From an optimization exercise on the open Yosys and OpenROAD flow, aimed at small area; shortcuts taken in it are not production practice.
Only simulation tests tie the RTL to the original design; equivalence was not proved.

==> inputs of run H <==
Design fpu_top, start of the top module:
module fpu_top (
    input  logic             clk,
    input  logic             reset,
    input  logic [3:0]       op,
    input  logic             start,
    input  logic [31:0]      operand_a,
    input  logic [31:0]      operand_b,
    output logic             valid,
    output logic [31:0]      result
);
    logic        stage_valid;
    logic        stage_mul;
    logic        stage_sub;
    logic        stage_rz;
    logic [1:0]  stage_special;
    logic        stage_sign;
    logic [9:0]  stage_exponent;
    logic [22:0] stage_fraction_a;
    logic [26:0] stage_fraction_b;
    logic        stage_sticky;
    logic        calc_valid;
    logic        calc_rz;
    logic [1:0]  calc_special;
    logic        calc_sign;
    logic [9:0]  calc_exponent;
    logic [27:0] calc_fraction;
    logic        calc_sticky;
    operand_aligner operand_aligner (
        .clk              (clk),
        .reset            (reset),
        .op               (op),
        .start            (start),
        .operand_a        (operand_a),
        .operand_b        (operand_b),
        .stage_valid      (stage_valid),
        .stage_mul        (stage_mul),
        .stage_sub        (stage_sub),
        .stage_rz         (stage_rz),
        .stage_special    (stage_special),
        .stage_sign       (stage_sign),
        .stage_exponent   (stage_exponent),
        .stage_fraction_a (stage_fraction_a),
  ...
clock: 10.0 ns
lec_check: 0
abc_area: 1
cap_margin: 20
core_margin: 2
core_utilization: 60
place_density: 0.72
slew_margin: 20
synth_hierarchical: 1
run.sh (not shown) runs the stock make flow with config.mk's settings and CLKGATE_MAP_FILE= SYNTH_SCRIPT=/design/flow/synth_recipe.tcl, a recipe that flattens the netlist after the stock synthesis.
==> run C (differences from run H) <==
--- a/flow/design.v
+++ b/flow/design.v
@@ -17,13 +17,13 @@
     output logic        stage_valid,
     output logic        stage_mul,
     output logic        stage_sub,
     output logic        stage_rz,
     output logic [1:0]  stage_special,
     output logic        stage_sign,
-    output logic [9:0]  stage_exponent,
+    output logic [8:0]  stage_exponent,
     output logic [22:0] stage_fraction_a,
     output logic [26:0] stage_fraction_b,
     output logic        stage_sticky
 );
     logic        sign_a;
     logic        sign_b;
@@ -36,19 +36,26 @@
     logic        inf_a;
     logic        inf_b;
     logic        nan_a;
     logic        nan_b;
     logic        is_mul;
     logic        undefined;
+    logic [8:0]  exp_diff_ab;
+    logic [7:0]  exp_diff_ba;
     logic        a_larger;
+    logic        frac_ge;
+    logic [26:0] shifted_out;
+    logic        borrow_ab;
+    logic        borrow_ba;
     logic        a_first;
     logic [7:0]  exp_big;
-    logic [7:0]  exp_small;
     logic [22:0] frac_big;
     logic [23:0] mant_small;
+    logic        zero_small;
     logic [7:0]  shift;
+    logic [4:0]  shift_sat;
     logic [26:0] shifted;
     logic        sticky;
     logic        mul_sticky;
     logic [1:0]  special;
     logic        sign;
     always_comb begin
@@ -65,45 +72,35 @@
         undefined = op[3] | (op[1] & op[0]);
         is_mul    = op[1];
         sign_a    = operand_a[31];
         sign_b    = operand_b[31] ^ (op[0] & ~op[1]);
     end
     always_comb begin
-        a_larger   = {exp_a, frac_a} >= {exp_b, frac_b};
-        a_first    = a_larger | is_mul;
-        exp_big    = a_first ? exp_a : exp_b;
-        exp_small  = a_first ? exp_b : exp_a;
-        frac_big   = a_first ? frac_a : frac_b;
-        mant_small = a_first ? {1'b1, frac_b} & {24{~zero_b}} : {1'b1, frac_a} & {24{~zero_a}};
-        shift      = (exp_big - exp_small) & {8{~is_mul}};
-        shifted = {mant_small, 3'b000};
-        sticky  = 1'b0;
-        if (shift[7:5] != 3'd0) begin
-            sticky  = |mant_small;
-            shifted = 27'd0;
-        end
-        if (shift[0]) begin
-            sticky  = sticky | shifted[0];
-            shifted = shifted >> 1;
-        end
-        if (shift[1]) begin
-            sticky  = sticky | (|shifted[1:0]);
-            shifted = shifted >> 2;
-        end
-        if (shift[2]) begin
-            sticky  = sticky | (|shifted[3:0]);
-            shifted = shifted >> 4;
-        end
-        if (shift[3]) begin
-            sticky  = sticky | (|shifted[7:0]);
-            shifted = shifted >> 8;
-        end
-        if (shift[4]) begin
-            sticky  = sticky | (|shifted[15:0]);
-            shifted = shifted >> 16;
+        borrow_ab = 1'b0;
+        borrow_ba = 1'b0;
+        for (int i = 0; i < 8; i++) begin
+            exp_diff_ab[i] = exp_a[i] ^ exp_b[i] ^ borrow_ab;
+            exp_diff_ba[i] = exp_a[i] ^ exp_b[i] ^ borrow_ba;
+            borrow_ab = (~exp_a[i] & exp_b[i]) | (~(exp_a[i] ^ exp_b[i]) & borrow_ab);
+            borrow_ba = (~exp_b[i] & exp_a[i]) | (~(exp_a[i] ^ exp_b[i]) & borrow_ba);
         end
+        exp_diff_ab[8] = borrow_ab;
+        frac_ge = 1'b1;
+        for (int i = 0; i < 23; i++)
+            frac_ge = (frac_a[i] & ~frac_b[i]) | ((frac_a[i] | ~frac_b[i]) & frac_ge);
+        a_larger    = !exp_diff_ab[8] && (exp_diff_ab[7:0] != 8'd0 || frac_ge);
+        a_first     = a_larger | is_mul;
+        exp_big     = a_first ? exp_a : exp_b;
+        frac_big    = a_first ? frac_a : frac_b;
+        mant_small  = {1'b1, a_first ? frac_b : frac_a};
+        zero_small  = a_first ? zero_b : zero_a;
+        shift       = a_larger ? exp_diff_ab[7:0] : exp_diff_ba;
+        shift_sat   = (shift[4:0] | {5{(|shift[7:5]) | zero_small}}) & {5{~is_mul}};
+        {shifted, shifted_out} = {mant_small, 3'b000, 27'd0} >> shift_sat;
+        sticky = |shifted_out;
+        sticky = sticky & ~zero_small;
     end
     always_comb begin
         mul_sticky = 1'b0;
         for (int i = 0; i < 20; i++)
             mul_sticky = mul_sticky | (frac_a[i] & (|(frac_b & ((23'd1 << (20 - i)) - 23'd1))));
     end
@@ -144,14 +141,13 @@
     always_ff @(posedge clk) begin
         stage_mul        <= is_mul;
         stage_sub        <= ~is_mul & (sign_a ^ sign_b);
         stage_rz         <= op[2];
         stage_special    <= special;
         stage_sign       <= sign;
-        stage_exponent   <= is_mul ? {2'b00, exp_a} + {2'b00, exp_b} - 10'd126
-                                   : {2'b00, exp_big} + 10'd1;
+        stage_exponent   <= {1'b0, exp_big} + {1'b0, exp_b & {8{is_mul}}};
         stage_fraction_a <= frac_big;
         stage_fraction_b <= {shifted[26:1], shifted[0] | sticky};
         stage_sticky     <= is_mul & mul_sticky;
     end
 endmodule
 `timescale 1ns/1ps
@@ -2489,13 +2485,13 @@
     input  logic        aligned_valid,
     input  logic        aligned_mul,
     input  logic        aligned_sub,
     input  logic        aligned_rz,
     input  logic [1:0]  aligned_special,
     input  logic        aligned_sign,
-    input  logic [9:0]  aligned_exponent,
+    input  logic [8:0]  aligned_exponent,
     input  logic [22:0] aligned_fraction_a,
     input  logic [26:0] aligned_fraction_b,
     input  logic        aligned_sticky,
     output logic        calc_valid,
     output logic        calc_rz,
     output logic [1:0]  calc_special,
@@ -2529,13 +2525,13 @@
             calc_valid <= aligned_valid;
     end
     always_ff @(posedge clk) begin
         calc_rz       <= aligned_rz;
         calc_special  <= aligned_special;
         calc_sign     <= aligned_sign;
-        calc_exponent <= aligned_exponent;
+        calc_exponent <= {1'b0, aligned_exponent} + (aligned_mul ? 10'h382 : 10'h001);
         calc_fraction <= fraction;
         calc_sticky   <= aligned_sticky;
     end
 endmodule
 `timescale 1ns/1ps
 module result_stage (
@@ -2552,14 +2548,20 @@
     logic [27:0] normalized;
     logic [4:0]  lead_zeros;
     logic        guard;
     logic        sticky;
     logic        round_up;
     logic [24:0] rounded;
+    logic [3:0]  block_ones;
+    logic [24:0] carry;
     logic [9:0]  norm_exp;
     logic [9:0]  final_exp;
+    logic        overflow;
+    logic [10:0] exp_borrow;
+    logic [7:0]  exp_carry;
+    logic        underflow;
     logic [31:0] computed;
     always_comb begin
         normalized = calc_fraction;
         lead_zeros = 5'd0;
         if (normalized[27:12] == 16'd0) begin
             normalized    = normalized << 16;
@@ -2581,25 +2583,43 @@
             normalized    = normalized << 1;
             lead_zeros[0] = 1'b1;
         end
         guard    = normalized[3];
         sticky   = (|normalized[2:0]) | calc_sticky;
         round_up = !calc_rz && guard && (sticky || normalized[4]);
-        rounded  = {1'b0, normalized[27:4]} + {24'd0, round_up};
-        norm_exp  = calc_exponent - {5'd0, lead_zeros};
-        final_exp = norm_exp + {9'd0, rounded[24]};
+        block_ones = {&normalized[27:22], &normalized[21:16], &normalized[15:10], &normalized[9:4]};
+        carry[0]  = round_up;
+        carry[6]  = round_up & block_ones[0];
+        carry[12] = round_up & (&block_ones[1:0]);
+        carry[18] = round_up & (&block_ones[2:0]);
+        carry[24] = round_up & (&block_ones[3:0]);
+        for (int i = 1; i < 24; i++)
+            if (i % 6 != 0)
+                carry[i] = carry[i-1] & normalized[i+3];
+        rounded = {carry[24], normalized[27:4] ^ carry[23:0]};
+        exp_borrow[0] = 1'b0;
+        for (int i = 0; i < 10; i++) begin
+            norm_exp[i]     = calc_exponent[i] ^ (i < 5 ? lead_zeros[i] : 1'b0) ^ exp_borrow[i];
+            exp_borrow[i+1] = (~calc_exponent[i] & ((i < 5 ? lead_zeros[i] : 1'b0) | exp_borrow[i])) | ((i < 5 ? lead_zeros[i] : 1'b0) & exp_borrow[i]);
+        end
+        exp_carry[0] = rounded[24];
+        for (int i = 1; i < 8; i++)
+            exp_carry[i] = exp_carry[i-1] & norm_exp[i-1];
+        final_exp = {norm_exp[9:8], norm_exp[7:0] ^ exp_carry};
+        overflow  = !norm_exp[9] && (norm_exp[8] || (&norm_exp[7:1] && (norm_exp[0] || rounded[24])));
+        underflow = norm_exp[9] || (norm_exp == 10'd0 && !rounded[24]);
     end
     always_comb begin
         if (!normalized[27]) begin
             computed = 32'd0;
-        end else if ($signed(final_exp) >= $signed(10'd255)) begin
+        end else if (overflow) begin
             if (calc_rz)
                 computed = {calc_sign, 31'h7f7f_ffff};
             else
                 computed = {calc_sign, 8'hff, 23'd0};
-        end else if (final_exp[9] || final_exp == 10'd0) begin
+        end else if (underflow) begin
             computed = {calc_sign, 31'd0};
         end else begin
             computed = {calc_sign, final_exp[7:0], rounded[22:0]};
         end
         case (calc_special)
             fpu_pkg::SPECIAL_ZERO: result = {calc_sign, 31'd0};
@@ -2624,13 +2644,13 @@
     logic        stage_valid;
     logic        stage_mul;
     logic        stage_sub;
     logic        stage_rz;
     logic [1:0]  stage_special;
     logic        stage_sign;
-    logic [9:0]  stage_exponent;
+    logic [8:0]  stage_exponent;
     logic [22:0] stage_fraction_a;
     logic [26:0] stage_fraction_b;
     logic        stage_sticky;
     logic        calc_valid;
     logic        calc_rz;
     logic [1:0]  calc_special;
==> comparison table <==
metric                                                       run C      run H
R2R depth                                                       28         35
Average cell area after synthesis                        7.560 um2  7.208 um2
Area fraction in compound gates after synthesis             15.92%     14.56%
DIE WIDTH                                                 203.6 um   207.8 um
Period utilisation layout                                   95.01%     94.50%
Worst slew margin                                           26.35%     27.93%
GR Util met2                                                61.49%     61.54%
Placed standard-cell area                                24800 um2  25850 um2
#FFs+latches synth                                             111        112
Setup ws final                                           0.4985 ns  0.5501 ns
Adder and majority gate portion of the synthesized area     30.54%     28.78%
Synthesized netlist cell count                                3161       3457
Run status                                timing/DRC/antenna clean  timing/DRC/antenna clean

* * *

==> inputs of run A <==
Another version of the RTL of fpu_top (not shown whole).
Settings: LEC_CHECK=0, ABC_AREA=1, CAP_MARGIN=20, CORE_MARGIN=2, CORE_UTILIZATION=60, CTS_BUF_LIST=sky130_fd_sc_hd__clkbuf_8, PLACE_DENSITY=0.72, SLEW_MARGIN=20, SYNTH_HIERARCHICAL=1; clock period 10.0 ns.
standard.sh (not shown) runs the stock make flow with config.mk's settings and CLKGATE_MAP_FILE= SYNTH_SCRIPT=/design/flow/synth_recipe.tcl, a recipe that flattens the netlist after the stock synthesis.
==> flow/flow/run.sh <==
#!/bin/bash
# Layout flow: the standard layout, except that
#  - synthesis maps the logic with an area-oriented ABC script
#    (flow/abc_area.script: area-only mapping) in place of ORFS's
#    delay-oriented one; everything else in synthesis, the registers
#    included, comes from the standard scripts unchanged;
#  - every input and output port still gets its own buffer, but a
#    sky130_fd_sc_hd__buf_1 instead of the larger cell buffer_ports picks;
#  - after global routing, ORFS's own power recovery (RECOVER_POWER)
#    downsizes gates on paths that keep positive slack.
set -euo pipefail
work=$(pwd)

# a private copy of the ORFS scripts with only the ABC script replaced
rm -rf "$work/scripts"
cp -r "$FLOW_HOME/scripts" "$work/scripts"
cp "$work/flow/abc_area.script" "$work/scripts/abc_area.script"

# synthesis with that copy, then the rest of the standard layout
bash "$work/standard.sh" SCRIPTS_DIR="$work/scripts" synth > "$work/synth.log" 2>&1
BUFFER_PORTS_ARGS="-buffer_cell sky130_fd_sc_hd__buf_1" RECOVER_POWER=100 bash "$work/standard.sh" finish > "$work/layout.log" 2>&1
==> flow/flow/abc_area.script <==
strash
dch
map -a
topo
dnsize -c
==> run E: changes against run A <==
==> flow/flow/run.sh (replaced) <==
#!/bin/bash
# Layout flow: the standard layout, except that
#  - synthesis maps the logic with an area-oriented ABC script
#    (flow/abc_area.script: area-only mapping) in place of ORFS's
#    delay-oriented one, and extracts full/half adder cells only in the
#    adder modules fpu_fa and fpu_ha (the rest of the logic is left to ABC);
#    everything else in synthesis, the registers included, comes from the
#    standard scripts unchanged;
#  - every input and output port still gets its own buffer, but a
#    sky130_fd_sc_hd__buf_1 instead of the larger cell buffer_ports picks.
set -euo pipefail
work=$(pwd)

# a private copy of the ORFS scripts with only those two changes
rm -rf "$work/scripts"
cp -r "$FLOW_HOME/scripts" "$work/scripts"
cp "$work/flow/abc_area.script" "$work/scripts/abc_area.script"
sed -i 's/^  extract_fa {\*}\[dont_use_extract_fa_args\]$/  extract_fa {*}[dont_use_extract_fa_args] fpu_fa fpu_ha/' "$work/scripts/synth.tcl"
grep -q '^  extract_fa {\*}\[dont_use_extract_fa_args\] fpu_fa fpu_ha$' "$work/scripts/synth.tcl"

# synthesis with that copy, then the rest of the standard layout
bash "$work/standard.sh" SCRIPTS_DIR="$work/scripts" synth > "$work/synth.log" 2>&1
BUFFER_PORTS_ARGS="-buffer_cell sky130_fd_sc_hd__buf_1" bash "$work/standard.sh" finish > "$work/layout.log" 2>&1
==> flow/flow/abc_area.script (replaced) <==
strash
dch
map -a
strash
dch
map -a
strash
dch
map -a
topo
dnsize -c
- CTS_BUF_LIST: sky130_fd_sc_hd__clkbuf_8 -> unset
==> qor summary <==
item                                                                                run E                             run A
Count of standard-cell rows                                                            67                                68
Met3 usage in global routing                                                        0.116                             0.144
Synth Area in Simple Gates                                                          0.172                             0.135
Crit path max-delay cell type                                                        fa_1                           o21ai_1
Inserted Diodes                                                                         1                                 0
Slew of the pin with the lowest slew margin                                       1.21 ns                           1.28 ns
Footprint of the multi-input gates                                              16800 um2                         17600 um2
Filler-free cell count of the finished design                                        3389                              3266
Result of the run                                                timing/DRC/antenna clean          timing/DRC/antenna clean
DR WL met3                                                                        9690 um                          10100 um
Wire length of the first global-routing pass                                    116000 um                         115000 um
Worst relative slew slack                                                           0.189                             0.144
Share of the clock period used by the worst path after layout                       0.913                             0.950
End point of the most critical hold path                       calculation_unit.calc_sign  calculation_unit.calc_special[0]
Clk root buf                                                                    clkbuf_16                          clkbuf_8
Skew-Pair Late Insertion Delay                                                    0.37 ns                           0.39 ns
Number of global-route vias before repair                                           21.5k                             20.8k
CTS clock-pin slew for the worst setup and hold paths                             0.08 ns                           0.11 ns
Maximum number of pins on one net before global-route repair                           75                                76

## what the ideal ports hide
The flow's constraints put no driver on any port. The routed layouts listed below were extracted and timed again, unchanged, in two steps. Step 1, drivers: a clkbuf_16 drives clk and a buf_2 each remaining input, both assumed. Step 2 also shifts input and output timing later by t, the mid clock arrival at the registers, as if the neighbouring blocks saw the same clock. a / b / c = ideal ports / drivers / drivers and shift; a / b = the first two.
| run | t, ns | setup WS [ns] | latest minus earliest clock arrival (ns) | slew at the worst register clock pin (ns) |
|---|---|---|---|---|
| run H | 0.407 | 0.550 / 0.504 / 0.911 | 0.013 / 0.012 | 0.08 / 0.08 |
| run C | 0.408 | 0.499 / 0.446 / 0.854 | 0.021 / 0.021 | 0.09 / 0.09 |
| run A | 0.421 | 0.496 / 0.469 / 0.446 | 0.022 / 0.022 | 0.12 / 0.12 |
| run E | 0.413 | 0.866 / 0.866 / 0.497 | 0.013 / 0.014 | 0.08 / 0.08 |
After both steps setup and hold are still met in every run listed. For run E, which loses most, drivers alone change the setup slack by 0.000 ns; drivers and shift together by -0.369 ns.
